This design comes from an exercise in tuning for small area on the open sky130 flow, not from production work. Only simulation tests tie the RTL to the original design; equivalence was not proved. Power figures rest on the tool's default switching activity, not on a simulated workload. The flow treats the clock pin as an ideal source, which a real chip does not have.

**flow/config.mk**
```make
export PLATFORM = sky130hd
export DESIGN_NAME = axi_lite_template
export DESIGN_NICKNAME = axi_lite_template
export VERILOG_FILES = /design/flow/design.v
export SDC_FILE = /design/flow/constraint.sdc
export NUM_CORES = 4
export LEC_CHECK = 0
export CAP_MARGIN = 20
export CORE_MARGIN = 2
export CORE_UTILIZATION = 65
export CTS_CLUSTER_DIAMETER = 80
export CTS_CLUSTER_SIZE = 25
export SLEW_MARGIN = 20
export SYNTH_HIERARCHICAL = 1
```
**flow/constraint.sdc**
```tcl
create_clock -name core_clock -period 5.0 [get_ports {clk}]
set_input_delay 1.0000 -clock core_clock [delete_from_list [all_inputs] [get_ports {clk}]]
set_output_delay 1.0000 -clock core_clock [all_outputs]
set_load 0.01 [all_outputs]
```
**flow/design.v**
```verilog
module axi_lite_template #(
  parameter int C_DATA_WIDTH = 32,
  parameter int C_ADDR_WIDTH = 32
) (
  input  logic                      clk,
  input  logic                      rst,
  input  logic [C_ADDR_WIDTH-1:0]   awaddr,
  input  logic [2:0]                awprot,
  input  logic                      awvalid,
  output logic                      awready,
  input  logic [C_DATA_WIDTH-1:0]   wdata,
  input  logic [C_DATA_WIDTH/8-1:0] wstrb,
  input  logic                      wvalid,
  output logic                      wready,
  output logic [1:0]                bresp,
  output logic                      bvalid,
  input  logic                      bready,
  input  logic [C_ADDR_WIDTH-1:0]   araddr,
  input  logic [2:0]                arprot,
  input  logic                      arvalid,
  output logic                      arready,
  output logic [C_DATA_WIDTH-1:0]   rdata,
  output logic [1:0]                rresp,
  output logic                      rvalid,
  input  logic                      rready
);
  localparam int STRB_W = C_DATA_WIDTH / 8;
  localparam int N_REGS = 32;
  logic unused_inputs;
  assign unused_inputs = ^{awprot, arprot, awaddr, araddr};
  assign bresp = 2'b00;
  assign rresp = 2'b00;
  logic post_rst, aw_held, w_held;
  assign post_rst = ~arready & ~rvalid;
  assign aw_held  = ~awready & ~post_rst;
  assign w_held   = ~wready & ~post_rst;
  logic aw_hs, w_hs, ar_hs, commit, b_done;
  assign aw_hs  = awvalid & awready;
  assign w_hs   = wvalid & wready;
  assign ar_hs  = arvalid & arready;
  assign commit = aw_held & w_held & ~bvalid;
  assign b_done = bvalid & bready;
  always_ff @(posedge clk) begin
    if (rst) begin
      awready <= 1'b0;
      wready  <= 1'b0;
      arready <= 1'b0;
      bvalid  <= 1'b0;
      rvalid  <= 1'b0;
    end else begin
      awready <= b_done | ~(aw_held | aw_hs);
      wready  <= b_done | ~(w_held | w_hs);
      bvalid  <= commit | (bvalid & ~bready);
      rvalid  <= ar_hs | (rvalid & ~rready);
      arready <= ~ar_hs & (~rvalid | rready);
    end
  end
  logic [4:0]              aw_idx;
  logic [C_DATA_WIDTH-1:0] w_data;
  logic [STRB_W-1:0]       w_strb;
  always_ff @(posedge clk) begin
    if (aw_hs) aw_idx <= awaddr[6:2];
    if (w_hs) begin
      w_data <= wdata;
      w_strb <= wstrb;
    end
  end
  function automatic logic is_port(input int k);
    is_port = (k % 3 == 0);
  endfunction
  function automatic logic inv_slot(input int k);
    inv_slot = ((k / 3) % 2 == 1);
  endfunction
  logic [4:0]                          t;
  logic [N_REGS-1:0][C_DATA_WIDTH-1:0] slot_q;
  logic [N_REGS-1:0]                   slot_v;
  logic                                pending;
  logic [4:0]        wpos;
  logic              wr_go, wr_now;
  logic [N_REGS-1:0] wr_here;
  always_comb begin
    wpos  = aw_idx + t;
    wr_go = commit | pending;
    for (int k = 0; k < N_REGS; k++)
      wr_here[k] = is_port(k) && wr_go && (wpos == 5'(k - 1));
    wr_now = |wr_here;
  end
  always_ff @(posedge clk) begin
    if (rst) begin
      t       <= '0;
      pending <= 1'b0;
      slot_v  <= '0;
    end else begin
      t       <= t + 5'd1;
      pending <= wr_go & ~wr_now;
      for (int k = 0; k < N_REGS; k++)
        slot_v[k] <= slot_v[(k + N_REGS - 1) % N_REGS] | wr_here[k];
    end
  end
  for (genvar k = 0; k < N_REGS; k++) begin : g_slot
    localparam int PREV = (k + N_REGS - 1) % N_REGS;
    if (is_port(k)) begin : g_port
      for (genvar b = 0; b < STRB_W; b++) begin : g_byte
        logic       sel, keep;
        logic [7:0] prev_val, new_val;
        assign sel      = wr_here[k] & w_strb[b];
        assign keep     = ~(wr_here[k] & (w_strb[b] | ~slot_v[PREV]));
        assign prev_val = inv_slot(PREV) ? ~slot_q[PREV][8*b +: 8] : slot_q[PREV][8*b +: 8];
        assign new_val  = ({8{sel}} & w_data[8*b +: 8]) | ({8{keep}} & prev_val);
        always_ff @(posedge clk) slot_q[k][8*b +: 8] <= inv_slot(k) ? ~new_val : new_val;
      end
    end else begin : g_shift
      always_ff @(posedge clk) slot_q[k] <= slot_q[PREV];
    end
  end
  logic [4:0]        rpos;
  logic [N_REGS-1:0] rd_sel;
  logic              byp;
  logic [STRB_W-1:0] byp_b;
  always_comb begin
    rpos = araddr[6:2] + t;
    for (int k = 0; k < N_REGS; k++)
      rd_sel[k] = ar_hs & slot_v[k] & (rpos == k[4:0]);
    byp = ar_hs & pending & (araddr[6:2] == aw_idx);
    for (int b = 0; b < STRB_W; b++) byp_b[b] = byp & w_strb[b];
  end
  localparam int N_TRUE = 17;
  localparam int N_INV  = 15;
  logic [N_TRUE:0]         ps;
  logic [N_INV-1:0]        ns;
  logic [C_DATA_WIDTH-1:0] pd [N_TRUE+1];
  logic [C_DATA_WIDTH-1:0] nd [N_INV];
  for (genvar k = 0; k < N_REGS; k++) begin : g_pick
    if (inv_slot(k)) begin : g_inv
      assign ns[(k / 6) * 3 + k % 3] = ~rd_sel[k];
      assign nd[(k / 6) * 3 + k % 3] = slot_q[k];
    end else begin : g_true
      assign ps[(k / 6) * 3 + k % 3] = rd_sel[k];
      assign pd[(k / 6) * 3 + k % 3] = slot_q[k];
    end
  end
  assign ps[N_TRUE] = ~ar_hs;
  assign pd[N_TRUE] = rdata;
  logic [C_DATA_WIDTH-1:0] rd_val;
  for (genvar i = 0; i < C_DATA_WIDTH; i++) begin : g_rd
    logic [N_TRUE:0]  pd_i;
    logic [N_INV-1:0] nd_i;
    for (genvar j = 0; j <= N_TRUE; j++) begin : g_p
      assign pd_i[j] = pd[j][i];
    end
    for (genvar j = 0; j < N_INV; j++) begin : g_n
      assign nd_i[j] = nd[j][i];
    end
    axi_lite_rd_bit u_bit (
      .pd(pd_i), .ps(ps), .nd(nd_i), .ns(ns),
      .byp(byp_b[i / 8]), .wd(w_data[i]), .y(rd_val[i])
    );
  end
  always_ff @(posedge clk) rdata <= rd_val;
endmodule
module axi_lite_aoi222 (
  input  logic a0, b0, a1, b1, a2, b2,
  output logic y
);
  assign y = ~((a0 & b0) | (a1 & b1) | (a2 & b2));
endmodule
module axi_lite_oai22 (
  input  logic a0, b0, a1, b1,
  output logic y
);
  assign y = ~((a0 | b0) & (a1 | b1));
endmodule
module axi_lite_rd_bit (
  input  logic [17:0] pd,
  input  logic [17:0] ps,
  input  logic [14:0] nd,
  input  logic [14:0] ns,
  input  logic        byp,
  input  logic        wd,
  output logic        y
);
  logic [5:0] n;
  logic [7:0] p;
  for (genvar g = 0; g < 6; g++) begin : g_t
    axi_lite_aoi222 u_t (
      .a0(pd[3*g]),   .b0(ps[3*g]),
      .a1(pd[3*g+1]), .b1(ps[3*g+1]),
      .a2(pd[3*g+2]), .b2(ps[3*g+2]),
      .y(n[g])
    );
  end
  for (genvar g = 0; g < 7; g++) begin : g_i
    axi_lite_oai22 u_i (
      .a0(ns[2*g]),   .b0(nd[2*g]),
      .a1(ns[2*g+1]), .b1(nd[2*g+1]),
      .y(p[g])
    );
  end
  assign p[7] = ~(ns[14] | nd[14]);
  logic a, b, c, d;
  axi_lite_nand4 u_a (.a(n[3:0]), .y(a));
  axi_lite_nand2 u_b (.a(n[5:4]), .y(b));
  axi_lite_or4   u_c (.a(p[3:0]), .y(c));
  axi_lite_or4   u_d (.a(p[7:4]), .y(d));
  axi_lite_rd_out u_o (.a(a), .b(b), .c(c), .d(d), .byp(byp), .wd(wd), .y(y));
endmodule
module axi_lite_nand4 (
  input  logic [3:0] a,
  output logic       y
);
  assign y = ~&a;
endmodule
module axi_lite_nand2 (
  input  logic [1:0] a,
  output logic       y
);
  assign y = ~&a;
endmodule
module axi_lite_or4 (
  input  logic [3:0] a,
  output logic       y
);
  assign y = |a;
endmodule
module axi_lite_rd_out (
  input  logic a, b, c, d, byp, wd,
  output logic y
);
  assign y = byp ? wd : (a | b | c | d);
endmodule
```
**flow/run.sh**
```bash
#!/bin/bash
# synth_recipe.tcl (not shown) runs the flow's synth.tcl, then flattens the netlist and writes it again
# the make line also repeats each setting of config.mk as NAME=value (left out here)
make -C /OpenROAD-flow-scripts/flow DESIGN_CONFIG=/design/flow/config.mk WORK_HOME=/design/flow/orfs CLKGATE_MAP_FILE= SYNTH_SCRIPT=/design/flow/synth_recipe.tcl finish
```
==> impl_metrics.tcl, run 1 <==
set metrics [dict create \
    muxShareOfSynthArea_pct 0 \
    initial_core_util_pct 65.9 \
    ctsHoldBuffers 0 \
    netlist_area_um2 33100 \
    power_frac_seq_pct 68.0 \
    synthArstFlopShare_pct 0 \
    dr_total_vias 25074 \
    p_leak_nw 14.9 \
    maxCapViolations 0 \
    synth_commonest_cells "dfxtp_1 (1099), o22ai_1 (384), a222oi_1 (192)" \
    grtUsageTotal_pct 41.8 \
    totalWireLength_mm 113 \
    synth.most_common_cell "dfxtp_1" \
    yosys_warnings 9 \
    hp-class "register to register" \
    combPwrFrac_pct 4.6 \
    fin_crit_sh_pct 84.8 \
    relSlewSlack_pct 15.7 \
    syn_avg_cell_area_um2 12.7 \
    power.internal_mw 13.1 \
    core_um2 50200 \
    worstPathArrival_ns 4.77 \
    tns_ns 0 \
    grt_pass1_wl_mm 161 \
    yosys.area_share.simple_pct 7.06 \
    cp_data_required_time_ns 5.53 \
    clockBufferDepth 3 \
    path_class "primary input to register" \
    finalHoldViolCount 0 \
    antenna_found_initial 2 \
    cts_setup_buffers 0 \
    vias_per_cell 7.31 \
    cts_resized 0 \
    cp_max_fo 12 \
    synth-edff-count 41 \
    netlist_instances 2599 \
    dpl_cell_area_um2 35600 \
    cts_buffers 51 \
    synth_xor_area_share_pct 0.677 \
    first_global_vias 24712 \
    gr-total-overflow 0 \
    synth-seq-cells 1140 \
    finalNetCount 2861 \
    cellPowerDensity_nw_per_um2 462 \
    syn2layout_area_growth_pct 11.9 \
    drcViolationCount 0 \
    tritoncts "done" \
    drtIter0Drc 4417 \
    synth_compound_area_share_pct 19.5 \
    port_buffers 89 \
    clk_pin_slew_ns 0.09 \
    swShare_pct 23.6 \
    wire_per_inst_um 32.9 \
    synth_fa_ha_area_share_pct 0.461 \
    clockRootBuffer "clkbuf_16" \
    io_pins 154 \
    cts_sinks 1140 \
    die_area_um2 52700 \
    synth_top_family_by_area "compound AO/OA/AOI/OAI gates" \
    rsz0062_at_grt "no" \
    dieHeight_um 230 \
    rows 82 \
    synth_top_area_share_pct 66.5 \
    crit_path_start_kind "primary input" \
    setup_viol 0 \
    drv_slew 0 \
    fin_area_um2 37000 \
    outcome "complete, no violations" \
    clock_skew_ns 0.0254 \
    die_w_um 230 \
    fmax_mhz 236 \
    power_frac_clock_pct 27.4 \
    final_layout_size_suffix_gt1_share_pct 8.78 \
    ys.flop_type "dfxtp_1" \
    synthTopCellsByArea "dfxtp_1 (67%), o22ai_1 (7.3%), a222oi_1 (5.8%)" \
    insertion_delay_ns 0.65 \
    gp_congestion 0.952 \
    finish.utilization_pct 73.8 \
    p_sw_mw 4.04 \
    place_hpwl_mm 67.1 \
    synthDominantAreaCellType "dfxtp_1" \
    fin_crit_ns 4.24 \
    postRouteAntennaNets 0 \
    tightestPinTransition_ns 1.26 \
    drtPass1Iterations 10 \
    h-tree-depth 2 \
    seq_area_frac_synth_pct 70.2 \
    ir_drop_uv 461 \
    grt_start_max_net_pins 44 \
    synth.distinct_cells 48 \
    cp-end-kind "register" \
]
placed cells by master, fill, tap and decap left out, drive strengths merged, types with 9 or more instances in the layout:
master / count
nor4: 40
or4: 68
a22o: 32
inv: 16
a222oi: 192
edfxtp: 41
xor2: 9
nor2: 61
o22ai: 384
a21oi: 34
clkdlybuf4s50: 89
nor2b: 22
xnor2: 14
nand3: 20
o21ai: 56
and2: 35
dfxtp: 1099
and3: 17
a22oi: 160
clkbuf: 72
nand4: 36
buf: 113
ha: 9
nand2: 107
critical path, cell delays in order:
cell and delay, ns:
clkdlybuf4s50_1 0.50, ha_1 0.27, fa_1 0.44, a21o_1 0.18, a21oi_1 0.27, xor2_1 0.28
nor3_1 0.15, and3_2 0.38, buf_12 0.22, a222oi_1 0.49, nand4_1 0.19, nor4_1 0.30
o21ai_1 0.09
final cells by class:
cell class	count	area [um^2]
clock buffers	72	1400
diodes	2	5.00
inverters	15	56.3
flip-flops and latches	1140	23200
clock inverters	1	11.3
well taps	672	841
fillers	3387	13100
multi-input cells	1327	9330
repair buffers	202	2150
metrics by stage:
stage	total power, mW	cells	hold WS, ns	worst slack, ns
4_1_cts	17.1	3429	0.332	0.914
6_report	17.1	3431	0.335	0.762
3_5_place_dp	12.5	3356	0.334	0.245
2_1_floorplan	12.0	2602	0.330	1.00
3_3_place_gp	12.4	3356	0.331	0.275
5_1_grt	17.7	3429	0.338	0.701
modules after synthesis (local to each module, per instance):
| module | cells | area (um^2) |
|---|---|---|
| axi_lite_rd_bit | 1 | 3.75 |
| axi_lite_nand4 | 1 | 6.26 |
| axi_lite_or4 | 1 | 7.51 |
| axi_lite_rd_out | 3 | 15.0 |
| axi_lite_nand2 | 1 | 3.75 |
| axi_lite_template | 1927 | 28400 |
| axi_lite_aoi222 | 1 | 10.0 |
| axi_lite_oai22 | 1 | 6.26 |
state kept, by name (all words and copies together), names as in the netlist:
name	flops
t	5
w_data	32
w_strb	4
wready	1
rvalid	1
slot_q	1024
arready	1
slot_v	32
rdata	32
awready	1
aw_idx	5
pending	1
bvalid	1
routing by layer:
metal / GRT usage (%) / up-vias / wire, um
met5: 0 / - / 0
met2: 60.8 / 2043 / 47500
met1: 55.7 / 12064 / 41600
met3: 13.2 / 484 / 16800
li1: - / 10483 / -
met4: 22.9 / 0 / 6790
logic make-up (layout without fill, tap and decap cells):
kind of cell | after synthesis | count (layout)
adders and majority gates | 11 | 11
and+or+nand+nor | 424 | 424
other | 1 | 6
xor gates and xnor gates | 23 | 23
AOI/OAI and AO/OA | 865 | 865
DFF | 1140 | 1140
buffers and inverters | 135 | 290
worst paths after layout:
path                       startpoint             endpoint  slack, ns  cells after the start
setup reg to reg  aw_idx[0]$_DFFE_PP_  slot_q[576]$_DFF_P_       1.04                      8
hold / removal    slot_q[611]$_DFF_P_  slot_q[643]$_DFF_P_       0.33                      0
hold reg to reg   slot_q[611]$_DFF_P_  slot_q[643]$_DFF_P_       0.33                      0
setup / recovery            araddr[2]    rdata[10]$_DFF_P_       0.76                     13
power by group through the flow:
stage	clock (mW)	sequential, mW	combinational (mW)
finish	4.69	11.6	0.793
global route	5.04	11.8	0.848
CTS	4.68	11.6	0.773
detailed placement	0	11.8	0.764
global placement	0	11.7	0.742
floorplan	0	11.5	0.529
==> inputs of run 2 (changes only) <==
--- a/flow/design.v
+++ b/flow/design.v
@@ -56,8 +56,11 @@
     end
   end
   logic [4:0]              aw_idx;
-  logic [C_DATA_WIDTH-1:0] w_data;
+  logic [C_DATA_WIDTH-1:0] w_data, w_data_n;
   logic [STRB_W-1:0]       w_strb;
+  for (genvar i = 0; i < C_DATA_WIDTH; i++) begin : g_wdn
+    axi_lite_inv u_inv (.a(w_data[i]), .y(w_data_n[i]));
+  end
   always_ff @(posedge clk) begin
     if (aw_hs) aw_idx <= awaddr[6:2];
     if (w_hs) begin
@@ -73,28 +76,27 @@
   endfunction
   logic [4:0]                          t;
   logic [N_REGS-1:0][C_DATA_WIDTH-1:0] slot_q;
-  logic [N_REGS-1:0]                   slot_v;
   logic                                pending;
+  logic                                rst_q2, clear;
   logic [4:0]        wpos;
   logic              wr_go, wr_now;
   logic [N_REGS-1:0] wr_here;
   always_comb begin
     wpos  = aw_idx + t;
-    wr_go = commit | pending;
+    wr_go = (commit | pending) & ~rst;
     for (int k = 0; k < N_REGS; k++)
       wr_here[k] = is_port(k) && wr_go && (wpos == 5'(k - 1));
     wr_now = |wr_here;
   end
+  always_ff @(posedge clk) rst_q2 <= post_rst;
+  assign clear = rst | post_rst | rst_q2;
   always_ff @(posedge clk) begin
     if (rst) begin
       t       <= '0;
       pending <= 1'b0;
-      slot_v  <= '0;
     end else begin
       t       <= t + 5'd1;
       pending <= wr_go & ~wr_now;
-      for (int k = 0; k < N_REGS; k++)
-        slot_v[k] <= slot_v[(k + N_REGS - 1) % N_REGS] | wr_here[k];
     end
   end
   for (genvar k = 0; k < N_REGS; k++) begin : g_slot
@@ -102,12 +104,21 @@
     if (is_port(k)) begin : g_port
       for (genvar b = 0; b < STRB_W; b++) begin : g_byte
         logic       sel, keep;
-        logic [7:0] prev_val, new_val;
-        assign sel      = wr_here[k] & w_strb[b];
-        assign keep     = ~(wr_here[k] & (w_strb[b] | ~slot_v[PREV]));
-        assign prev_val = inv_slot(PREV) ? ~slot_q[PREV][8*b +: 8] : slot_q[PREV][8*b +: 8];
-        assign new_val  = ({8{sel}} & w_data[8*b +: 8]) | ({8{keep}} & prev_val);
-        always_ff @(posedge clk) slot_q[k][8*b +: 8] <= inv_slot(k) ? ~new_val : new_val;
+        axi_lite_port_ctl u_ctl (
+          .wr(wr_here[k]), .strb(w_strb[b]), .clear(clear), .sel(sel), .keep(keep)
+        );
+        if (inv_slot(PREV)) begin : g_restore
+          logic nsel, nkeep;
+          axi_lite_inv u_ns (.a(sel),  .y(nsel));
+          axi_lite_inv u_nk (.a(keep), .y(nkeep));
+          always_ff @(posedge clk)
+            slot_q[k][8*b +: 8] <= ~(({8{nsel}} | w_data_n[8*b +: 8]) &
+                                     ({8{nkeep}} | slot_q[PREV][8*b +: 8]));
+        end else begin : g_fwd
+          logic [7:0] new_val;
+          assign new_val = ({8{sel}} & w_data[8*b +: 8]) | ({8{keep}} & slot_q[PREV][8*b +: 8]);
+          always_ff @(posedge clk) slot_q[k][8*b +: 8] <= inv_slot(k) ? ~new_val : new_val;
+        end
       end
     end else begin : g_shift
       always_ff @(posedge clk) slot_q[k] <= slot_q[PREV];
@@ -120,7 +131,7 @@
   always_comb begin
     rpos = araddr[6:2] + t;
     for (int k = 0; k < N_REGS; k++)
-      rd_sel[k] = ar_hs & slot_v[k] & (rpos == k[4:0]);
+      rd_sel[k] = ar_hs & (rpos == k[4:0]) & ~(rst_q2 & is_port((k + 1) % N_REGS));
     byp = ar_hs & pending & (araddr[6:2] == aw_idx);
     for (int b = 0; b < STRB_W; b++) byp_b[b] = byp & w_strb[b];
   end
@@ -158,6 +169,19 @@
   end
   always_ff @(posedge clk) rdata <= rd_val;
 endmodule
+module axi_lite_port_ctl (
+  input  logic wr, strb, clear,
+  output logic sel, keep
+);
+  assign sel  = wr & strb;
+  assign keep = ~(sel | clear);
+endmodule
+module axi_lite_inv (
+  input  logic a,
+  output logic y
+);
+  assign y = ~a;
+endmodule
 module axi_lite_aoi222 (
   input  logic a0, b0, a1, b1, a2, b2,
   output logic y
--- a/flow/config.mk
+++ b/flow/config.mk
@@ -7,7 +7,7 @@
 export LEC_CHECK = 0
 export CAP_MARGIN = 20
 export CORE_MARGIN = 2
-export CORE_UTILIZATION = 65
+export CORE_UTILIZATION = 75
 export CTS_CLUSTER_DIAMETER = 80
 export CTS_CLUSTER_SIZE = 25
 export SLEW_MARGIN = 20
==> impl_metrics.tcl, run 2 <==
set metrics [dict create \
    clockRootBuffer "clkbuf_16" \
    finalHoldViolCount 0 \
    wire_per_inst_um 33.4 \
    dr_total_vias 25577 \
    hp-class "register to register" \
    antenna_found_initial 0 \
    setup_viol 0 \
    clock_skew_ns 0.0195 \
    fin_area_um2 35800 \
    drtIter0Drc 5556 \
    finalNetCount 2833 \
    nFillCells 2378 \
    fin_crit_sh_pct 90.0 \
    ctsHoldBuffers 0 \
    grt_start_max_net_pins 33 \
    hp-start "slot_q[827]$_DFF_P_" \
    synth.distinct_cells 47 \
    muxShareOfSynthArea_pct 0 \
    layout_common_cells "dfxtp_1 (1068), o22ai_1 (384), a222oi_1 (192), a22oi_1 (161), clkdlybuf4s50_1 (89)" \
    largest_register_ffs 1024 \
    rsz0062_at_grt "no" \
    p_leak_nw 13.0 \
    cp_max_fo 23 \
    place_hpwl_mm 63.9 \
    synth_xor_area_share_pct 0.663 \
    drcViolationCount 0 \
    cp-end-kind "register" \
    rows 76 \
    totalWireLength_mm 110 \
    synth_commonest_cells "dfxtp_1 (1068), o22ai_1 (384), a222oi_1 (192)" \
    grt_pass1_wl_mm 157 \
    synth.most_common_cell "dfxtp_1" \
    core_um2 42800 \
    synthArstFlopShare_pct 0 \
    first_global_vias 25095 \
    mostFrequentLayoutCell "dfxtp_1" \
    die_area_um2 44700 \
    cp-startpoint "araddr[2]" \
    relSlewSlack_pct 31.4 \
    syn_avg_cell_area_um2 12.4 \
    maxCapViolations 0 \
    die_w_um 211 \
    synthDominantAreaCellType "dfxtp_1" \
    synth_compound_area_share_pct 19.7 \
    cts_buffers 50 \
    dpl_cell_area_um2 34300 \
    postRouteAntennaNets 0 \
    synthTopCellsByArea "dfxtp_1 (66%), o22ai_1 (7.4%), a222oi_1 (6.0%)" \
    tritoncts "done" \
    h-tree-depth 2 \
    path_class "primary input to register" \
    io_pins 154 \
    fmax_mhz 222 \
    regMostFlops "slot_q" \
    insertion_delay_ns 0.64 \
    post-place-ws_ns 0.00282 \
    grtUsageTotal_pct 48.3 \
    setup_ws_ns 0.502 \
    fin_crit_ns 4.50 \
    synth-seq-cells 1109 \
    synth_top_area_share_pct 66.2 \
    seq_area_frac_synth_pct 70.0 \
    synth_top_family_by_area "compound AO/OA/AOI/OAI gates" \
    vias_per_cell 7.80 \
    worstPathArrival_ns 5.05 \
    drtPass1Iterations 15 \
    crit_path_start_kind "primary input" \
    hold_ws_ns 0.345 \
    clockBufferDepth 3 \
    top_regs "slot_q: 1024 flops, rdata: 32 flops, w_data: 32 flops" \
    netlist_instances 2594 \
    drv_slew 0 \
    gp_congestion 0.952 \
    tns_ns 0 \
    yosys.area_share.simple_pct 6.32 \
    ir_drop_uv 351 \
    cts_resized 0 \
    clk_pin_slew_ns 0.10 \
    netlist_area_um2 32300 \
    cellPowerDensity_nw_per_um2 395 \
    cts_setup_buffers 0 \
    final_layout_size_suffix_gt1_share_pct 6.88 \
    tightestPinTransition_ns 1.03 \
    gr-total-overflow 0 \
    ys.flop_type "dfxtp_1" \
    cts_sinks 1109 \
    cp_data_required_time_ns 5.55 \
    synth_fa_ha_area_share_pct 0.473 \
    dieHeight_um 211 \
    yosys_warnings 9 \
    synth-edff-count 41 \
    syn2layout_area_growth_pct 10.9 \
    reg2reg_from "t[0]$_SDFF_PP0_" \
    outcome "complete, no violations" \
    initial_core_util_pct 75.4 \
    port_buffers 89 \
]
[run 2: changes by cell type after synthesis, sizes merged, moves of 16 or more]
cell	before	now
a21oi	34	54
and2	35	51
and3	17	1
buf	91	52
clkbuf	29	77
dfxtp	1099	1068
inv	15	75
nand2	107	88
nor2b	22	3
o21ai	56	34
[run 2: metal layers]
layer	vias to the layer above	track usage, %	wire length, um
li1	10333	-	-
met1	12105	63.8	38500
met2	2495	67.9	44600
met3	644	18.2	18800
met4	0	28.8	7870
met5	-	0	0
[run 2: per-module statistics from Yosys, one instance, submodules excluded]
module	flip-flops and latches	cells inside	times used	area (um^2)
axi_lite_or4	0	1	64	7.51
axi_lite_template	1109	1762	1	26800
axi_lite_aoi222	0	1	192	10.0
axi_lite_port_ctl	0	2	44	11.3
axi_lite_nand2	0	1	32	3.75
axi_lite_rd_out	0	3	32	15.0
axi_lite_oai22	0	1	224	6.26
axi_lite_inv	0	1	72	3.75
axi_lite_rd_bit	0	1	32	3.75
axi_lite_nand4	0	1	32	6.26
[run 2: per-stage QoR]
stage / std cells / util (%) / power [mW]
after CTS: 3276 / 83.5 / 14.0
after global placement: 3199 / 80.1 / 9.65
after detailed placement: 3200 / 80.1 / 9.67
after global routing: 3279 / 83.7 / 14.4
after floorplan: 2597 / - / 9.41
final: 3281 / 83.7 / 14.1
[run 2: area by class of cell]
cell class	instances	area [um^2]	share of cell area, %
Clock buffer	74	1410	3.92
Multi-Input combinational cell	1284	8920	24.9
Clock inverter	2	23.8	0.0664
Tap cell	546	683	1.91
Antenna cell	2	5.00	0.0140
Timing Repair Buffer	189	1880	5.26
Sequential cell	1109	22600	63.1
Inverter	75	282	0.786
[run 2: critical path: stages]
cell and delay, ns:
clkdlybuf4s50_1 0.49, ha_1 0.27, fa_1 0.40, a21o_1 0.20
a21oi_1 0.26, xnor2_1 0.24, nand3_1 0.35, nor2_4 0.88
buf_4 0.42, a222oi_1 0.16, nand4_1 0.14, nor4_1 0.07
o21ai_1 0.14
[run 2: worst paths after layout]
| check | depth (start not counted) | end | slack [ns] |
|---|---|---|---|
| worst min-delay path | 0 | slot_q[859]$_DFF_P_ | 0.35 |
| worst max register to register | 12 | rdata[8]$_DFF_P_ | 1.04 |
| worst max-delay path | 13 | rdata[8]$_DFF_P_ | 0.50 |
| worst min register to register | 0 | slot_q[859]$_DFF_P_ | 0.35 |
[run 2: cell families (layout without fill, tap and decap cells)]
kind of cell / after synthesis / in the layout
buf+inv: 204 / 340
flops: 1109 / 1109
xor+xnor: 22 / 22
fa+ha+maj: 11 / 11
compound gates: 868 / 868
simple gates: 379 / 379
other cells: 1 / 6
[run 2: power by group]
group | internal [mW] | switching (mW) | total (mW)
Sequential | 8.93 | 0.0715 | 9.00
Combinational | 0.151 | 0.350 | 0.501
Clock | 1.96 | 2.68 | 4.64
==> inputs of run 3 (changes only) <==
==> flow/flow/run.sh (new file) <==
#!/bin/bash
# The standard layout (standard.sh, with its standard synthesis), changed in two ways:
# - the port buffers that global placement adds to every input and output are buf_1 cells
#   rather than the flow's default choice;
# - clock tree synthesis clusters 25 sinks within 80 um per leaf buffer (the same as the
#   CTS_CLUSTER_* settings) and adds no dummy loads.
# Each step's full output goes to a log file of its own in the folder this runs in; ORFS also
# keeps its per-step logs under orfs/logs/.
set -euo pipefail
export BUFFER_PORTS_ARGS="-buffer_cell sky130_fd_sc_hd__buf_1"
export CTS_ARGS="-sink_clustering_enable -repair_clock_nets -sink_clustering_size 25 -sink_clustering_max_diameter 80 -dont_use_dummy_load"
bash standard.sh synth > flow_synth.log 2>&1
bash standard.sh floorplan > flow_floorplan.log 2>&1
bash standard.sh place > flow_place.log 2>&1
bash standard.sh cts > flow_cts.log 2>&1
bash standard.sh route > flow_route.log 2>&1
bash standard.sh finish > flow_finish.log 2>&1
test -s out/final.def
==> flow/standard.sh (new file) <==
#!/bin/bash
# synth_recipe.tcl (not shown) runs the flow's synth.tcl, then flattens the netlist and writes it again
# the make line also repeats each setting of config.mk as NAME=value (left out here)
make -C /OpenROAD-flow-scripts/flow DESIGN_CONFIG=/design/flow/config.mk WORK_HOME=/design/flow/orfs CLKGATE_MAP_FILE= SYNTH_SCRIPT=/design/flow/synth_recipe.tcl "${@:-finish}"
removed: flow/run.sh
==> impl_metrics.tcl, run 3 <==
set metrics [dict create \
    yosys_warnings 9 \
    final_layout_size_suffix_gt1_share_pct 5.62 \
    synth-edff-count 41 \
    rsz0062_at_grt "no" \
    largest_register_ffs 1024 \
    reg2reg_from "t[0]$_SDFF_PP0_" \
    cts_resized 0 \
    path_cells "buf_1 -> ha_1 -> fa_1 -> a21o_1 -> a21oi_1 -> xor2_1 -> nor3_1 -> nor3b_2 -> buf_4 -> a222oi_1 -> nand4_1 -> nor4_1 -> o21ai_1" \
    r2r-end "rdata[24]$_DFF_P_" \
    synth.most_common_cell "dfxtp_1" \
    max_stage_delay_ns 1.02 \
    crit_family "simple AND/OR/NAND/NOR gates" \
    tightestPinTransition_ns 1.30 \
    synth.distinct_cells 47 \
    gp_congestion 0.947 \
    crit_end "rdata[24]$_DFF_P_" \
    vias_per_cell 7.71 \
    synth_top_area_share_pct 66.2 \
    cp_data_required_time_ns 5.55 \
    cp-startpoint "araddr[2]" \
    cts_setup_buffers 0 \
    finalHoldViolCount 0 \
    cp_max_fo 11 \
    met3RoutedLength_mm 17.7 \
    top_regs "slot_q: 1024 flops, rdata: 32 flops, w_data: 32 flops" \
    h-tree-depth 2 \
    initial_core_util_pct 75.4 \
    finalNetCount 2797 \
    p_leak_nw 12.5 \
    clk_pin_slew_ns 0.10 \
    syn_avg_cell_area_um2 12.4 \
    antenna_found_initial 1 \
    tritoncts "done" \
    die_w_um 211 \
    die_area_um2 44700 \
    whs_path_depth 0 \
    synthTopCellsByArea "dfxtp_1 (66%), o22ai_1 (7.4%), a222oi_1 (6.0%)" \
    clock_skew_ns 0.0248 \
    met1Wirelength_mm 36.6 \
    core_um2 42800 \
    gr-total-overflow 0 \
    wire_per_inst_um 32.9 \
    fin_crit_sh_pct 87.2 \
    dpl_cell_area_um2 33500 \
    power_mw 13.8 \
    rows 76 \
    io_pins 154 \
    totalWireLength_mm 106 \
    post-place-ws_ns 0.126 \
    clockBufferDepth 3 \
    synthDominantAreaCellType "dfxtp_1" \
    worstPathArrival_ns 4.91 \
    port_buffers 89 \
    postRouteAntennaNets 0 \
    place_hpwl_mm 60.8 \
    cellPowerDensity_nw_per_um2 397 \
    drtIter0Drc 4932 \
    maxCapViolations 0 \
    worst-path-stages 13 \
    synth_commonest_cells "dfxtp_1 (1068), o22ai_1 (384), a222oi_1 (192)" \
    worst_r2r_path_depth 12 \
    cp_slowest_cell "nor3b_2" \
    ff2ff_setup_slack_ns 0.73 \
    synthArstFlopShare_pct 0 \
    ir_drop_uv 389 \
    clockRootBuffer "clkbuf_16" \
    setup_ws_ns 0.641 \
    tns_ns 0 \
    setup_viol 0 \
    mostFrequentLayoutCell "dfxtp_1" \
    synth-seq-cells 1109 \
    netlist_area_um2 32300 \
    dieHeight_um 211 \
    grt_pass1_wl_mm 151 \
    path_class "primary input to register" \
    cp-end-kind "register" \
    drtPass1Iterations 10 \
    grt_start_max_net_pins 37 \
    fin_crit_ns 4.36 \
    fin_area_um2 34800 \
    cp_num_buf_inv 2 \
    drv_slew 0 \
    syn2layout_area_growth_pct 7.75 \
    netlist_instances 2594 \
    drcViolationCount 0 \
    cts_sinks 1109 \
    seq_area_frac_synth_pct 70.0 \
    ctsHoldBuffers 0 \
    hp-class "register to register" \
    cts_buffers 50 \
    regMostFlops "slot_q" \
    insertion_delay_ns 0.64 \
    layout_common_cells "dfxtp_1 (1068), o22ai_1 (384), a222oi_1 (192), a22oi_1 (161), buf_1 (89)" \
    ys.flop_type "dfxtp_1" \
    crit_path_start_kind "primary input" \
    top_layer_used "met4" \
    fmax_mhz 229 \
    nFillCells 2523 \
    outcome "complete, no violations" \
    grtUsageTotal_pct 46.6 \
    dr_total_vias 24818 \
    relSlewSlack_pct 13.5 \
    first_global_vias 24342 \
    met2_length_mm 44.6 \
]
run 3: per-layer routing:
| layer | global-route usage (%) | vias to the layer above |
|---|---|---|
| met5 | 0 | - |
| met4 | 27.1 | 0 |
| met3 | 17.0 | 608 |
| met2 | 68.4 | 2233 |
| met1 | 59.6 | 11754 |
| li1 | - | 10223 |
run 3: cells by family after synthesis:
group,count (synthesis),share of synthesized area [%]
AOI/OAI and AO/OA,868,19.7
other,1,0.0116
xor gates and xnor gates,22,0.663
adders and majority gates,11,0.473
and+or+nand+nor,379,6.32
buffers and inverters,204,2.84
DFF,1109,70.0
run 3: cell type report:
type	count	area (um^2)	share of cell area, %
diodes	1	2.50	0.00719
clock buffers	50	1250	3.60
inverters	75	282	0.809
multi-input cells	1284	8930	25.7
flip-flops and latches	1109	22600	65.0
well taps	546	683	1.96
repair buffers	153	1020	2.94
run 3: worst min path at each step:
stage	endpoint	slack, ns	start
finish	slot_q[94]$_DFF_P_	0.34	slot_q[62]$_DFF_P_
global route	slot_q[521]$_DFF_P_	0.34	slot_q[489]$_DFF_P_
detailed placement	slot_q[375]$_DFF_P_	0.33	slot_q[343]$_DFF_P_
global placement	slot_q[802]$_DFF_P_	0.33	slot_q[770]$_DFF_P_
floorplan	slot_q[1000]$_DFF_P_	0.33	slot_q[968]$_DFF_P_
CTS	slot_q[254]$_DFF_P_	0.33	slot_q[222]$_DFF_P_
run 3: stage by stage:
stage | util [%] | std cells | hold WS (ns)
2_1_floorplan | - | 2597 | 0.330
4_1_cts | 81.3 | 3217 | 0.326
3_5_place_dp | 78.3 | 3167 | 0.335
6_report | 81.3 | 3218 | 0.341
5_1_grt | 81.3 | 3218 | 0.344
3_3_place_gp | 78.3 | 3166 | 0.331
run 3: Yosys stat by module, one instance, submodules excluded:
module             cells  area (um^2)  times used  flops+latches
axi_lite_or4           1         7.51          64              0
axi_lite_rd_out        3         15.0          32              0
axi_lite_oai22         1         6.26         224              0
axi_lite_template   1762        26800           1           1109
axi_lite_port_ctl      2         11.3          44              0
axi_lite_rd_bit        1         3.75          32              0
axi_lite_nand2         1         3.75          32              0
axi_lite_inv           1         3.75          72              0
axi_lite_nand4         1         6.26          32              0
axi_lite_aoi222        1         10.0         192              0
run 3: where the power goes:
part           leakage [nW]  switching, mW  internal (mW)
clock                 0.616           2.57           1.79
combinational          2.90          0.335          0.107
sequential             9.00         0.0748           8.93
total                  12.5           2.98           10.8
==> inputs of run 4 (changes only) <==
--- a/flow/design.v
+++ b/flow/design.v
@@ -103,19 +103,20 @@
     localparam int PREV = (k + N_REGS - 1) % N_REGS;
     if (is_port(k)) begin : g_port
       for (genvar b = 0; b < STRB_W; b++) begin : g_byte
-        logic       sel, keep;
-        axi_lite_port_ctl u_ctl (
-          .wr(wr_here[k]), .strb(w_strb[b]), .clear(clear), .sel(sel), .keep(keep)
-        );
         if (inv_slot(PREV)) begin : g_restore
           logic nsel, nkeep;
-          axi_lite_inv u_ns (.a(sel),  .y(nsel));
-          axi_lite_inv u_nk (.a(keep), .y(nkeep));
+          axi_lite_port_ctl_n u_ctl (
+            .wr(wr_here[k]), .strb(w_strb[b]), .clear(clear), .nsel(nsel), .nkeep(nkeep)
+          );
           always_ff @(posedge clk)
             slot_q[k][8*b +: 8] <= ~(({8{nsel}} | w_data_n[8*b +: 8]) &
                                      ({8{nkeep}} | slot_q[PREV][8*b +: 8]));
         end else begin : g_fwd
+          logic       sel, keep;
           logic [7:0] new_val;
+          axi_lite_port_ctl u_ctl (
+            .wr(wr_here[k]), .strb(w_strb[b]), .clear(clear), .sel(sel), .keep(keep)
+          );
           assign new_val = ({8{sel}} & w_data[8*b +: 8]) | ({8{keep}} & slot_q[PREV][8*b +: 8]);
           always_ff @(posedge clk) slot_q[k][8*b +: 8] <= inv_slot(k) ? ~new_val : new_val;
         end
@@ -176,6 +177,13 @@
   assign sel  = wr & strb;
   assign keep = ~(sel | clear);
 endmodule
+module axi_lite_port_ctl_n (
+  input  logic wr, strb, clear,
+  output logic nsel, nkeep
+);
+  assign nsel  = ~(wr & strb);
+  assign nkeep = (wr & strb) | clear;
+endmodule
 module axi_lite_inv (
   input  logic a,
   output logic y
==> impl_metrics.tcl, run 4 <==
set metrics [dict create \
    outcome "complete, no violations" \
    mostFrequentLayoutCell "dfxtp_1" \
    grt_start_max_net_pins 45 \
    synthArstFlopShare_pct 0 \
    io_pins 154 \
    regMostFlops "slot_q" \
    synth.distinct_cells 47 \
    muxShareOfSynthArea_pct 0 \
    synth-seq-cells 1109 \
    clockRootBuffer "clkbuf_16" \
    rows 75 \
    place_hpwl_mm 62.9 \
    syn_avg_cell_area_um2 12.6 \
    insertion_delay_ns 0.65 \
    path_class "primary input to register" \
    power_frac_seq_pct 65.2 \
    clockBufferDepth 3 \
    synth.most_common_cell "dfxtp_1" \
    fin_crit_ns 4.42 \
    top_regs "slot_q: 1024 flops, rdata: 32 flops, w_data: 32 flops" \
    port_buffers 89 \
    seq_area_frac_synth_pct 70.4 \
    fin_area_um2 34500 \
    setup_viol 0 \
    totalWireLength_mm 103 \
    drv_slew 0 \
    ir_drop_uv 370 \
    gp_congestion 0.962 \
    drcViolationCount 0 \
    worstPathArrival_ns 4.99 \
    netlist_instances 2554 \
    finalNetCount 2761 \
    clk_pin_slew_ns 0.09 \
    gr-total-overflow 0 \
    syn2layout_area_growth_pct 7.44 \
    cp_data_required_time_ns 5.57 \
    fmax_mhz 226 \
    cts_resized 0 \
    power_frac_clock_pct 31.7 \
    ys.flop_type "dfxtp_1" \
    synthTopCellsByArea "dfxtp_1 (67%), o22ai_1 (7.5%), a222oi_1 (6.0%)" \
    power.internal_mw 10.8 \
    cts_buffers 50 \
    synth_fa_ha_area_share_pct 0.475 \
    dieHeight_um 211 \
    drtIter0Drc 4491 \
    grtUsageTotal_pct 45.7 \
    cts_sinks 1109 \
    p_leak_nw 12.4 \
    synth_top_area_share_pct 66.5 \
    power_mw 13.8 \
    p_sw_mw 2.99 \
    h-tree-depth 2 \
    grt_pass1_wl_mm 148 \
    final_layout_size_suffix_gt1_share_pct 5.84 \
    fin_crit_sh_pct 88.5 \
    antenna_found_initial 1 \
    first_global_vias 24041 \
    clock_skew_ns 0.0390 \
    rsz0062_at_grt "no" \
    tns_ns 0 \
    cp_max_fo 24 \
    finish.utilization_pct 81.9 \
    die_area_um2 44500 \
    netlist_area_um2 32100 \
    relSlewSlack_pct 12.9 \
    combPwrFrac_pct 3.1 \
    dpl_cell_area_um2 33300 \
    initial_core_util_pct 76.3 \
    swShare_pct 21.6 \
    finalHoldViolCount 0 \
    maxCapViolations 0 \
    synth_commonest_cells "dfxtp_1 (1068), o22ai_1 (384), a222oi_1 (192)" \
    wire_per_inst_um 32.6 \
    ctsHoldBuffers 0 \
    synth_compound_area_share_pct 19.9 \
    cellPowerDensity_nw_per_um2 400 \
    synthDominantAreaCellType "dfxtp_1" \
    cp-end-kind "register" \
    postRouteAntennaNets 0 \
    largest_register_ffs 1024 \
    synth_xor_area_share_pct 0.666 \
    diodes 0 \
    yosys_warnings 9 \
    cts_setup_buffers 0 \
    layout_common_cells "dfxtp_1 (1068), o22ai_1 (384), a222oi_1 (192), a22oi_1 (161), nand2_1 (99)" \
    drtPass1Iterations 12 \
    synth-edff-count 41 \
    dr_total_vias 24519 \
    nFillCells 2404 \
    stdcell_count 3174 \
    die_w_um 211 \
    tritoncts "done" \
    core_um2 42100 \
    dp_cells 3123 \
    vias_per_cell 7.72 \
    hp-class "register to register" \
    tightestPinTransition_ns 1.31 \
    yosys.area_share.simple_pct 6.19 \
    crit_path_start_kind "primary input" \
    synth_top_family_by_area "compound AO/OA/AOI/OAI gates" \
]
run 4: cell count changes after synthesis:
cell,change
inv_1,-40
a21o_1,+20
and2_1,-20
nand2_1,+20
a21oi_1,-20
run 4: Yosys stat by module, one instance, submodules excluded, a selection:
| module | cell area (um^2) | flops+latches |
|---|---|---|
| axi_lite_nand4 | 6.26 | 0 |
| axi_lite_template | 26800 | 1109 |
| axi_lite_oai22 | 6.26 | 0 |
| axi_lite_rd_out | 15.0 | 0 |
| axi_lite_port_ctl_n | 11.3 | 0 |
| axi_lite_port_ctl | 11.3 | 0 |
| axi_lite_nand2 | 3.75 | 0 |
| axi_lite_inv | 3.75 | 0 |
| axi_lite_aoi222 | 10.0 | 0 |
| axi_lite_rd_bit | 3.75 | 0 |
run 4: worst paths after layout:
check,start,end,slack (ns),cells after the start
max,araddr[2],rdata[9]$_DFF_P_,0.58,14
min,slot_q[30]$_DFF_P_,slot_q[62]$_DFF_P_,0.33,0
max reg2reg,t[0]$_SDFF_PP0_,rdata[9]$_DFF_P_,0.81,13
min reg2reg,slot_q[30]$_DFF_P_,slot_q[62]$_DFF_P_,0.33,0
run 4: cell type report:
type	count	area [um^2]	share of cell area (%)
Multi-Input combinational cell	1284	8930	25.9
Tap cell	539	674	1.95
Timing Repair Buffer	157	932	2.70
Inverter	35	131	0.381
Sequential cell	1109	22600	65.5
Clock buffer	50	1250	3.62
run 4: layer usage:
layer  vias to the layer above  part of all wire [%]  GRT usage, %
met1                     11631                    34          57.2
li1                      10136                     -             -
met4                         2                   7.5          28.4
met5                         -                 0.013             0
met2                      2157                    43          69.3
met3                       593                    15          14.6
run 4: stage by stage:
| stage | hold slack [ns] | worst slack, ns |
|---|---|---|
| floorplan | 0.330 | 0.144 |
| global placement | 0.333 | 0.344 |
| detailed placement | 0.335 | 0.186 |
| CTS | 0.327 | 0.815 |
| global route | 0.333 | 0.600 |
| finish | 0.328 | 0.576 |
run 4: kinds of logic after synthesis:
kind of cell | count (synthesis)
compound gates | 868
xor+xnor | 22
buf+inv | 164
fa+ha+maj | 11
other cells | 1
simple gates | 379
flops | 1109
run 4: worst max-delay path, stage by stage:
cell	delay (ns)
buf_1	0.17
ha_1	0.27
fa_1	0.43
a21o_1	0.20
a21oi_1	0.26
xnor2_1	0.16
nor2_1	0.20
nand2_1	0.14
nor3_2	0.99
buf_4	0.65
a222oi_1	0.15
nand2_1	0.14
nor4_1	0.07
o21ai_1	0.15
run 4: power by group through the flow:
stage	clock network, mW	registers [mW]	logic (mW)
6_report	4.38	9.00	0.433
5_1_grt	4.65	9.01	0.437
4_1_cts	4.33	9.00	0.407
3_5_place_dp	0	9.20	0.404
3_3_place_gp	0	9.20	0.395
2_1_floorplan	0	9.18	0.231
==> inputs of run 5 (changes only) <==
==> flow/flow/run.sh (replaced) <==
#!/bin/bash
# The standard layout (standard.sh, with its standard synthesis), changed in two ways:
# - the port buffers that global placement adds to every input and output are buf_1 cells
#   rather than the flow's default choice;
# - clock tree synthesis clusters up to 30 sinks within 80 um per leaf buffer and
#   adds no dummy loads.
# Each step's full output goes to a log file of its own in the folder this runs in; ORFS also
# keeps its per-step logs under orfs/logs/.
set -euo pipefail
export BUFFER_PORTS_ARGS="-buffer_cell sky130_fd_sc_hd__buf_1"
export CTS_ARGS="-sink_clustering_enable -repair_clock_nets -sink_clustering_size 30 -sink_clustering_max_diameter 80 -dont_use_dummy_load"
bash standard.sh synth > flow_synth.log 2>&1
bash standard.sh floorplan > flow_floorplan.log 2>&1
bash standard.sh place > flow_place.log 2>&1
bash standard.sh cts > flow_cts.log 2>&1
bash standard.sh route > flow_route.log 2>&1
bash standard.sh finish > flow_finish.log 2>&1
test -s out/final.def
--- a/flow/config.mk
+++ b/flow/config.mk
@@ -9,6 +9,6 @@
 export CORE_MARGIN = 2
 export CORE_UTILIZATION = 75
 export CTS_CLUSTER_DIAMETER = 80
-export CTS_CLUSTER_SIZE = 25
+export CTS_CLUSTER_SIZE = 30
 export SLEW_MARGIN = 20
 export SYNTH_HIERARCHICAL = 1
==> impl_metrics.tcl, run 5 <==
set metrics [dict create \
    finish.utilization_pct 81.5 \
    io_pins 154 \
    netlist_instances 2554 \
    nFillCells 2448 \
    dr_total_vias 24483 \
    insertion_delay_ns 0.64 \
    hp-class "register to register" \
    combPwrFrac_pct 3.2 \
    place_hpwl_mm 62.9 \
    relSlewSlack_pct 20.1 \
    gp_congestion 0.962 \
    swShare_pct 21.6 \
    initial_core_util_pct 76.3 \
    synth.most_common_cell "dfxtp_1" \
    fin_crit_ns 4.19 \
    yosys_warnings 9 \
    fin_area_um2 34400 \
    drv_slew 0 \
    top_regs "slot_q: 1024 flops, rdata: 32 flops, w_data: 32 flops" \
    cp_slowest_cell "nor3_2" \
    hp-start "slot_q[698]$_DFF_P_" \
    path_cells "buf_1 -> ha_1 -> fa_1 -> a21o_1 -> a21oi_1 -> xor2_1 -> nor2_1 -> nand2_1 -> nor3_2 -> buf_12 -> a222oi_1 -> nand4_1 -> nor4_1 -> o21ai_1" \
    setup_viol 0 \
    drtPass1Iterations 13 \
    setup_ws_ns 0.806 \
    maxCapViolations 0 \
    synth-edff-count 41 \
    diodes 0 \
    power_frac_clock_pct 30.1 \
    cp_data_required_time_ns 5.55 \
    clockBufferDepth 3 \
    ff2ff_setup_slack_ns 1.05 \
    worstPathArrival_ns 4.75 \
    core_um2 42100 \
    cts_buffers 43 \
    cts_setup_buffers 0 \
    clock_skew_ns 0.0538 \
    cts_sinks 1109 \
    antenna_found_initial 0 \
    cp_max_fo 24 \
    power_frac_seq_pct 66.7 \
    clockRootBuffer "clkbuf_16" \
    path_class "primary input to register" \
    whs_path_depth 0 \
    crit_path_start_kind "primary input" \
    cts_resized 0 \
    worst_r2r_path_depth 13 \
    rsz0062_at_grt "no" \
    clk_pin_slew_ns 0.11 \
    crit_family "simple AND/OR/NAND/NOR gates" \
    fin_crit_sh_pct 83.9 \
    mostFrequentLayoutCell "dfxtp_1" \
    die_w_um 211 \
    postRouteAntennaNets 0 \
    synth_top_area_share_pct 66.5 \
    drcViolationCount 0 \
    fmax_mhz 238 \
    finalHoldViolCount 0 \
    ys.flop_type "dfxtp_1" \
    regMostFlops "slot_q" \
    synthTopCellsByArea "dfxtp_1 (67%), o22ai_1 (7.5%), a222oi_1 (6.0%)" \
    gr-total-overflow 0 \
    power.internal_mw 10.6 \
    syn_avg_cell_area_um2 12.6 \
    largest_register_ffs 1024 \
    p_sw_mw 2.91 \
    netlist_area_um2 32100 \
    cp-end-kind "register" \
    cellPowerDensity_nw_per_um2 393 \
    synth_commonest_cells "dfxtp_1 (1068), o22ai_1 (384), a222oi_1 (192)" \
    grt_start_max_net_pins 45 \
    synth.distinct_cells 47 \
    reg2reg_from "t[0]$_SDFF_PP0_" \
    h-tree-depth 2 \
    tightestPinTransition_ns 1.20 \
    whs_endpoint "slot_q[730]$_DFF_P_" \
    final_layout_size_suffix_gt1_share_pct 5.67 \
    die_area_um2 44500 \
    ctsHoldBuffers 0 \
    drtIter0Drc 4592 \
    tritoncts "done" \
    post-place-ws_ns 0.186 \
    synthDominantAreaCellType "dfxtp_1" \
    cp_num_buf_inv 2 \
    p_leak_nw 12.3 \
    grtUsageTotal_pct 45.5 \
    tns_ns 0 \
    grt_pass1_wl_mm 148 \
    vias_per_cell 7.73 \
    r2r-end "rdata[27]$_DFF_P_" \
    finalNetCount 2754 \
    totalWireLength_mm 103 \
    syn2layout_area_growth_pct 6.92 \
    seq_area_frac_synth_pct 70.4 \
    port_buffers 89 \
    ir_drop_uv 363 \
    synth-seq-cells 1109 \
    layout_common_cells "dfxtp_1 (1068), o22ai_1 (384), a222oi_1 (192), a22oi_1 (161), nand2_1 (99)" \
    synthArstFlopShare_pct 0 \
    dieHeight_um 211 \
    max_stage_delay_ns 0.95 \
    outcome "complete, no violations" \
    wire_per_inst_um 32.5 \
    dpl_cell_area_um2 33300 \
    rows 75 \
    first_global_vias 23832 \
]
## run 5: cell counts after synthesis
No cell type changed its count.
## run 5: Yosys stat by module, one instance, submodules excluded, excerpt
module	times used	flops+latches	area (um^2)	cells
axi_lite_template	1	1109	26800	1762
axi_lite_rd_out	32	0	15.0	3
axi_lite_port_ctl	24	0	11.3	2
axi_lite_port_ctl_n	20	0	11.3	2
axi_lite_or4	64	0	7.51	1
axi_lite_nand4	32	0	6.26	1
axi_lite_oai22	224	0	6.26	1
axi_lite_nand2	32	0	3.75	1
axi_lite_rd_bit	32	0	3.75	1
axi_lite_inv	32	0	3.75	1
## run 5: worst max path at each step
stage / start / to / cells past startpoint
floorplan: araddr[2] / rdata[0]$_DFF_P_ / 11
global placement: araddr[2] / rdata[4]$_DFF_P_ / 14
detailed placement: araddr[2] / rdata[14]$_DFF_P_ / 14
CTS: araddr[2] / rdata[1]$_DFF_P_ / 14
global route: araddr[2] / rdata[27]$_DFF_P_ / 14
finish: araddr[2] / rdata[27]$_DFF_P_ / 14
## run 5: power groups by stage
stage / Sequential, mW / Combinational, mW / Clock (mW)
6_report: 9.01 / 0.432 / 4.07
5_1_grt: 9.02 / 0.436 / 4.35
4_1_cts: 9.00 / 0.405 / 4.05
3_5_place_dp: 9.20 / 0.404 / 0
3_3_place_gp: 9.20 / 0.395 / 0
2_1_floorplan: 9.18 / 0.231 / 0
## run 5: area by class of cell
type / instances / area [um^2] / area share [%]
Clock buffer: 43 / 1080 / 3.13
Multi-Input combinational cell: 1284 / 8930 / 26.0
Inverter: 35 / 131 / 0.382
Tap cell: 539 / 674 / 1.96
Sequential cell: 1109 / 22600 / 65.8
Timing Repair Buffer: 157 / 932 / 2.71
## run 5: metrics by stage
step           hold WS (ns)  instances  total power, mW
2_1_floorplan         0.330       2557             9.41
4_1_cts               0.307       3166             13.5
5_1_grt               0.304       3167             13.8
3_3_place_gp          0.333       3123             9.60
3_5_place_dp          0.335       3123             9.61
6_report              0.298       3167             13.5
## run 5: routing by layer
layer	wire [um]	up-vias	track usage (%)
met2	44600	2061	69.2
met1	35900	11708	58.5
met4	7420	0	27.5
li1	-	10145	-
met5	0	-	0
met3	15200	569	12.4
## run 5: cells by family after synthesis
kind of cell	Yosys count	synth area share, %
flops	1109	70.4
other cells	1	0.0117
compound gates	868	19.9
fa+ha+maj	11	0.475
buf+inv	164	2.38
xor+xnor	22	0.666
simple gates	379	6.19
==> inputs of run 6 (changes only) <==
==> flow/flow/run.sh (replaced) <==
#!/bin/bash
# The standard layout (standard.sh, with its standard synthesis), changed in two ways:
# - the port buffers that global placement adds to every input and output are buf_1 cells
#   rather than the flow's default choice;
# - clock tree synthesis clusters up to 20 sinks within 60 um per clkbuf_8 leaf buffer and
#   adds no dummy loads.
# Each step's full output goes to a log file of its own in the folder this runs in; ORFS also
# keeps its per-step logs under orfs/logs/.
set -euo pipefail
export BUFFER_PORTS_ARGS="-buffer_cell sky130_fd_sc_hd__buf_1"
export CTS_ARGS="-sink_clustering_enable -repair_clock_nets -sink_clustering_size 20 -sink_clustering_max_diameter 60 -dont_use_dummy_load -sink_clustering_buffer sky130_fd_sc_hd__clkbuf_8"
bash standard.sh synth > flow_synth.log 2>&1
bash standard.sh floorplan > flow_floorplan.log 2>&1
bash standard.sh place > flow_place.log 2>&1
bash standard.sh cts > flow_cts.log 2>&1
bash standard.sh route > flow_route.log 2>&1
bash standard.sh finish > flow_finish.log 2>&1
test -s out/final.def
--- a/flow/config.mk
+++ b/flow/config.mk
@@ -8,7 +8,7 @@
 export CAP_MARGIN = 20
 export CORE_MARGIN = 2
 export CORE_UTILIZATION = 75
-export CTS_CLUSTER_DIAMETER = 80
-export CTS_CLUSTER_SIZE = 30
+export CTS_CLUSTER_DIAMETER = 60
+export CTS_CLUSTER_SIZE = 20
 export SLEW_MARGIN = 20
 export SYNTH_HIERARCHICAL = 1
==> impl_metrics.tcl, run 6 <==
set metrics [dict create \
    outcome "complete, no violations" \
    synth.most_common_cell "dfxtp_1" \
    final_layout_size_suffix_gt1_share_pct 6.45 \
    gp_congestion 0.962 \
    cp-end-kind "register" \
    fin_crit_ns 4.22 \
    dieHeight_um 211 \
    stdcell_count 3191 \
    rsz0062_at_grt "no" \
    cp_max_fo 24 \
    p_leak_nw 12.3 \
    path_class "primary input to register" \
    crit_family "simple AND/OR/NAND/NOR gates" \
    worstPathArrival_ns 4.75 \
    crit_path_start_kind "primary input" \
    clock_skew_ns 0.0478 \
    seq_area_frac_synth_pct 70.4 \
    mostFrequentLayoutCell "dfxtp_1" \
    ys.flop_type "dfxtp_1" \
    post-place-ws_ns 0.186 \
    top_regs "slot_q: 1024 flops, rdata: 32 flops, w_data: 32 flops" \
    grtUsageTotal_pct 45.5 \
    relSlewSlack_pct 18.1 \
    grt_start_max_net_pins 45 \
    cp_num_buf_inv 2 \
    synthArstFlopShare_pct 0 \
    cellPowerDensity_nw_per_um2 389 \
    cts_buffers 66 \
    insertion_delay_ns 0.62 \
    finalHoldViolCount 0 \
    use_met2_pct 69.6 \
    cts_resized 0 \
    setup_ws_ns 0.779 \
    diodes 0 \
    nFillCells 2460 \
    dpl_cell_area_um2 33300 \
    path_cells "buf_1 -> ha_1 -> fa_1 -> a21o_1 -> a21oi_1 -> xor2_1 -> nor2_1 -> nand2_1 -> nor3_2 -> buf_12 -> a222oi_1 -> nand4_1 -> nor4_1 -> o21ai_1" \
    synth.distinct_cells 47 \
    max_stage_delay_ns 0.93 \
    drtIter0Drc 4829 \
    die_w_um 211 \
    synth-seq-cells 1109 \
    synthTopCellsByArea "dfxtp_1 (67%), o22ai_1 (7.5%), a222oi_1 (6.0%)" \
    core_um2 42100 \
    fin_crit_sh_pct 84.4 \
    cp_data_required_time_ns 5.53 \
    place_hpwl_mm 62.9 \
    drcViolationCount 0 \
    setup_viol 0 \
    syn2layout_area_growth_pct 6.74 \
    fmax_mhz 237 \
    yosys_warnings 9 \
    tritoncts "done" \
    clockBufferDepth 3 \
    ir_drop_uv 303 \
    gr-total-overflow 0 \
    finish.utilization_pct 81.4 \
    h-tree-depth 3 \
    clk_pin_slew_ns 0.12 \
    layout_common_cells "dfxtp_1 (1068), o22ai_1 (384), a222oi_1 (192), a22oi_1 (161), nand2_1 (99)" \
    dp_cells 3123 \
    regMostFlops "slot_q" \
    initial_core_util_pct 76.3 \
    tns_ns 0 \
    vias_per_cell 7.69 \
    hp-class "register to register" \
    antenna_found_initial 0 \
    synthDominantAreaCellType "dfxtp_1" \
    drv_slew 0 \
    busiest_layer "met2" \
    grt_use_met1_pct 57.3 \
    synth-edff-count 41 \
    synth_commonest_cells "dfxtp_1 (1068), o22ai_1 (384), a222oi_1 (192)" \
    clockRootBuffer "clkbuf_16" \
    first_global_vias 24040 \
    ctsHoldBuffers 0 \
    rows 75 \
    tightestPinTransition_ns 1.23 \
    syn_avg_cell_area_um2 12.6 \
    synth_top_area_share_pct 66.5 \
    cts_setup_buffers 0 \
    grt_pass1_wl_mm 147 \
    met3_usage_pct 14.2 \
    dr_total_vias 24534 \
    fin_area_um2 34300 \
    cp_slowest_cell "nor3_2" \
    cts_sinks 1109 \
    netlist_instances 2554 \
    finalNetCount 2778 \
    totalWireLength_mm 103 \
    port_buffers 89 \
    postRouteAntennaNets 0 \
    drtPass1Iterations 9 \
    die_area_um2 44500 \
    netlist_area_um2 32100 \
    maxCapViolations 0 \
    wire_per_inst_um 32.2 \
    io_pins 154 \
    largest_register_ffs 1024 \
]
## run 6: final timing paths
| check | start | endpoint | slack (ns) | cells after the start |
|---|---|---|---|---|
| max | araddr[2] | rdata[27]$_DFF_P_ | 0.78 | 14 |
| min | slot_q[673]$_DFF_P_ | slot_q[705]$_DFF_P_ | 0.31 | 0 |
| max reg2reg | t[0]$_SDFF_PP0_ | rdata[27]$_DFF_P_ | 1.05 | 13 |
| min reg2reg | slot_q[673]$_DFF_P_ | slot_q[705]$_DFF_P_ | 0.31 | 0 |
## run 6: cell families (layout without fill, tap and decap cells)
group	after synthesis	in the layout	share of synthesized area [%]
flops	1109	1109	70.4
compound gates	868	868	19.9
simple gates	379	379	6.19
buf+inv	164	259	2.38
xor+xnor	22	22	0.666
fa+ha+maj	11	11	0.475
other cells	1	4	0.0117
## run 6: area by class of cell
cell class / count / area (um^2) / area share, %
sequential: 1109 / 22600 / 65.9
multi-input combinational: 1284 / 8930 / 26.0
clock buffer: 66 / 1010 / 2.94
timing repair buffer: 158 / 940 / 2.74
tap: 539 / 674 / 1.97
inverter: 35 / 131 / 0.383
## run 6: stage by stage
step / hold WS, ns / total power [mW]
floorplan: 0.330 / 9.41
global placement: 0.333 / 9.60
detailed placement: 0.335 / 9.61
CTS: 0.313 / 13.3
global route: 0.316 / 13.6
finish: 0.309 / 13.3
## run 6: modules after synthesis (local to each module, per instance)
| module | cells | cell area, um^2 |
|---|---|---|
| axi_lite_template | 1762 | 26800 |
| axi_lite_rd_out | 3 | 15.0 |
| axi_lite_port_ctl | 2 | 11.3 |
| axi_lite_port_ctl_n | 2 | 11.3 |
| axi_lite_aoi222 | 1 | 10.0 |
| axi_lite_or4 | 1 | 7.51 |
| axi_lite_nand4 | 1 | 6.26 |
| axi_lite_oai22 | 1 | 6.26 |
| axi_lite_inv | 1 | 3.75 |
| axi_lite_nand2 | 1 | 3.75 |
| axi_lite_rd_bit | 1 | 3.75 |
## run 6: power breakdown
part / internal (mW) / leakage (nW) / switching [mW] / total (mW)
clock network: 1.37 / 0.521 / 2.53 / 3.90
logic: 0.104 / 2.79 / 0.329 / 0.433
registers: 8.94 / 9.00 / 0.0706 / 9.01
## run 6: layer usage
layer	wire [um]	share of wire, %	up-vias
met2	44500	43	2121
met1	35500	35	11645
met4	7650	7.5	0
met3	14900	15	596
met5	0	0	-
li1	-	-	10172
==> inputs of run 7 (changes only) <==
==> flow/run.sh (new file) <==
#!/bin/bash
# synth_recipe.tcl (not shown) runs the flow's synth.tcl, then flattens the netlist and writes it again
# the make line also repeats each setting of config.mk as NAME=value (left out here)
make -C /OpenROAD-flow-scripts/flow DESIGN_CONFIG=/design/flow/config.mk WORK_HOME=/design/flow/orfs CLKGATE_MAP_FILE= SYNTH_SCRIPT=/design/flow/synth_recipe.tcl finish
--- a/flow/config.mk
+++ b/flow/config.mk
@@ -8,7 +8,7 @@
 export CAP_MARGIN = 20
 export CORE_MARGIN = 2
 export CORE_UTILIZATION = 75
-export CTS_CLUSTER_DIAMETER = 60
-export CTS_CLUSTER_SIZE = 20
+export CTS_CLUSTER_DIAMETER = 80
+export CTS_CLUSTER_SIZE = 30
 export SLEW_MARGIN = 20
 export SYNTH_HIERARCHICAL = 1
removed: flow/flow/run.sh
removed: flow/standard.sh
==> impl_metrics.tcl, run 7 <==
set metrics [dict create \
    io_pins 154 \
    die_w_um 211 \
    drtIter0Drc 4483 \
    top_regs "slot_q: 1024 flops, rdata: 32 flops, w_data: 32 flops" \
    cts_sinks 1109 \
    syn2layout_area_growth_pct 10.5 \
    final_layout_size_suffix_gt1_share_pct 6.61 \
    netlist_instances 2554 \
    dieHeight_um 211 \
    dp_cells 3150 \
    synthTopCellsByArea "dfxtp_1 (67%), o22ai_1 (7.5%), a222oi_1 (6.0%)" \
    hp-class "register to register" \
    synthDominantAreaCellType "dfxtp_1" \
    wire_per_inst_um 33.3 \
    clockBufferDepth 3 \
    gr-total-overflow 0 \
    rows 75 \
    p_leak_nw 12.9 \
    postRouteAntennaNets 0 \
    rsz0062_at_grt "no" \
    initial_core_util_pct 76.3 \
    largest_register_ffs 1024 \
    synth-seq-cells 1109 \
    grtUsageTotal_pct 47.6 \
    power_mw 13.8 \
    nFillCells 2243 \
    fmax_mhz 233 \
    antenna_found_initial 1 \
    cellPowerDensity_nw_per_um2 390 \
    first_global_vias 25285 \
    seq_area_frac_synth_pct 70.4 \
    maxCapViolations 0 \
    synth_top_area_share_pct 66.5 \
    vias_per_cell 7.76 \
    finalNetCount 2781 \
    finalHoldViolCount 0 \
    gp_congestion 0.960 \
    fin_area_um2 35500 \
    grt_pass1_wl_mm 155 \
    grt_start_max_net_pins 45 \
    tightestPinTransition_ns 1.27 \
    synth.distinct_cells 47 \
    yosys_warnings 9 \
    totalWireLength_mm 107 \
    path_class "primary input to register" \
    synth-edff-count 41 \
    drcViolationCount 0 \
    port_buffers 89 \
    regMostFlops "slot_q" \
    cts_setup_buffers 0 \
    core_um2 42100 \
    finish.utilization_pct 84.3 \
    synthArstFlopShare_pct 0 \
    worstPathArrival_ns 4.85 \
    h-tree-depth 2 \
    relSlewSlack_pct 15.5 \
    drv_slew 0 \
    cp_max_fo 26 \
    insertion_delay_ns 0.64 \
    fin_crit_ns 4.30 \
    clock_skew_ns 0.0382 \
    dr_total_vias 24970 \
    clk_pin_slew_ns 0.11 \
    crit_path_start_kind "primary input" \
    clockRootBuffer "clkbuf_16" \
    tns_ns 0 \
    multi_input_area_um2 8920 \
    drtPass1Iterations 14 \
    ir_drop_uv 368 \
    netlist_area_um2 32100 \
    syn_avg_cell_area_um2 12.6 \
    cp-end-kind "register" \
    cts_resized 0 \
    synth.most_common_cell "dfxtp_1" \
    ctsHoldBuffers 0 \
    setup_viol 0 \
    die_area_um2 44500 \
    stdcell_count 3218 \
    layout_common_cells "dfxtp_1 (1068), o22ai_1 (384), a222oi_1 (192), a22oi_1 (161), nand2_1 (100)" \
    dpl_cell_area_um2 34200 \
    cp_data_required_time_ns 5.55 \
    fin_crit_sh_pct 86.0 \
    mostFrequentLayoutCell "dfxtp_1" \
    synth_commonest_cells "dfxtp_1 (1068), o22ai_1 (384), a222oi_1 (192)" \
    outcome "complete, no violations" \
    tritoncts "done" \
    place_hpwl_mm 64.4 \
    seqCellArea_um2 22600 \
    ys.flop_type "dfxtp_1" \
    cts_buffers 43 \
]
-- run 7: metrics by stage --
stage               hold slack [ns]  setup WS [ns]
finish                        0.340          0.700
floorplan                     0.330          0.144
global placement              0.333          0.203
detailed placement            0.336          0.146
global route                  0.350          0.593
CTS                           0.348          0.739
-- run 7: final timing paths --
| check | from | to | slack [ns] | cells after the start |
|---|---|---|---|---|
| worst min-delay path | slot_q[124]$_DFF_P_ | slot_q[156]$_DFF_P_ | 0.34 | 0 |
| worst max-delay path | araddr[2] | rdata[21]$_DFF_P_ | 0.70 | 13 |
| worst max register to register | arready$_SDFF_PP0_ | slot_q[98]$_DFF_P_ | 1.16 | 7 |
| worst min register to register | slot_q[124]$_DFF_P_ | slot_q[156]$_DFF_P_ | 0.34 | 0 |
-- run 7: cells by family (layout without fill, tap and decap cells) --
| group | after synthesis | count (layout) | share of synthesized area, % |
|---|---|---|---|
| compound gates | 868 | 868 | 19.9 |
| xor+xnor | 22 | 22 | 0.666 |
| fa+ha+maj | 11 | 11 | 0.475 |
| buf+inv | 164 | 285 | 2.38 |
| flops | 1109 | 1109 | 70.4 |
| other cells | 1 | 5 | 0.0117 |
| simple gates | 379 | 379 | 6.19 |
-- run 7: area by class of cell --
cell class,instances,share of cell area (%)
Sequential cell,1109,63.7
Clock inverter,2,0.0881
Inverter,35,0.370
Clock buffer,64,3.43
Multi-Input combinational cell,1284,25.1
Timing Repair Buffer,184,5.43
Tap cell,539,1.90
Antenna cell,1,0.00705
-- run 7: critical path, cell delays in order --
cell and delay, ns:
clkdlybuf4s50_1 0.54, ha_1 0.30, fa_1 0.39, a21o_1 0.18
a21oi_1 0.24, xor2_1 0.23, nand3_1 0.21, nor2_4 0.95
buf_4 0.35, a222oi_1 0.12, nand4_1 0.14, nor4_1 0.06
o21ai_1 0.11
-- run 7: power breakdown --
part	switching, mW	leakage [nW]	internal (mW)
clock network	2.61	0.604	1.73
registers	0.0704	9.00	8.94
logic	0.341	3.26	0.156
-- run 7: Yosys stat by module (local to each module, per instance), a selection --
module | cells inside | cell area, um^2
axi_lite_aoi222 | 1 | 10.0
axi_lite_rd_out | 3 | 15.0
axi_lite_nand2 | 1 | 3.75
axi_lite_template | 1762 | 26800
axi_lite_nand4 | 1 | 6.26
axi_lite_oai22 | 1 | 6.26
-- run 7: per-layer routing --
metal | wire length (um) | global-route usage, % | up-vias | part of all wire (%)
met5 | 0 | 0 | - | 0
met4 | 9770 | 35.1 | 0 | 9.1
met3 | 15900 | 13.6 | 723 | 15
met2 | 45800 | 72.3 | 2214 | 43
met1 | 35600 | 58.1 | 11820 | 33
li1 | - | - | 10213 | -

Setup slack of run 7, layout unchanged: 0.700 ns with ideal ports, 0.740 ns with driving cells assumed (clock clkbuf_16, inputs buf_2), 0.058 ns with port delays also shifted by the 0.682 ns mid clock arrival.
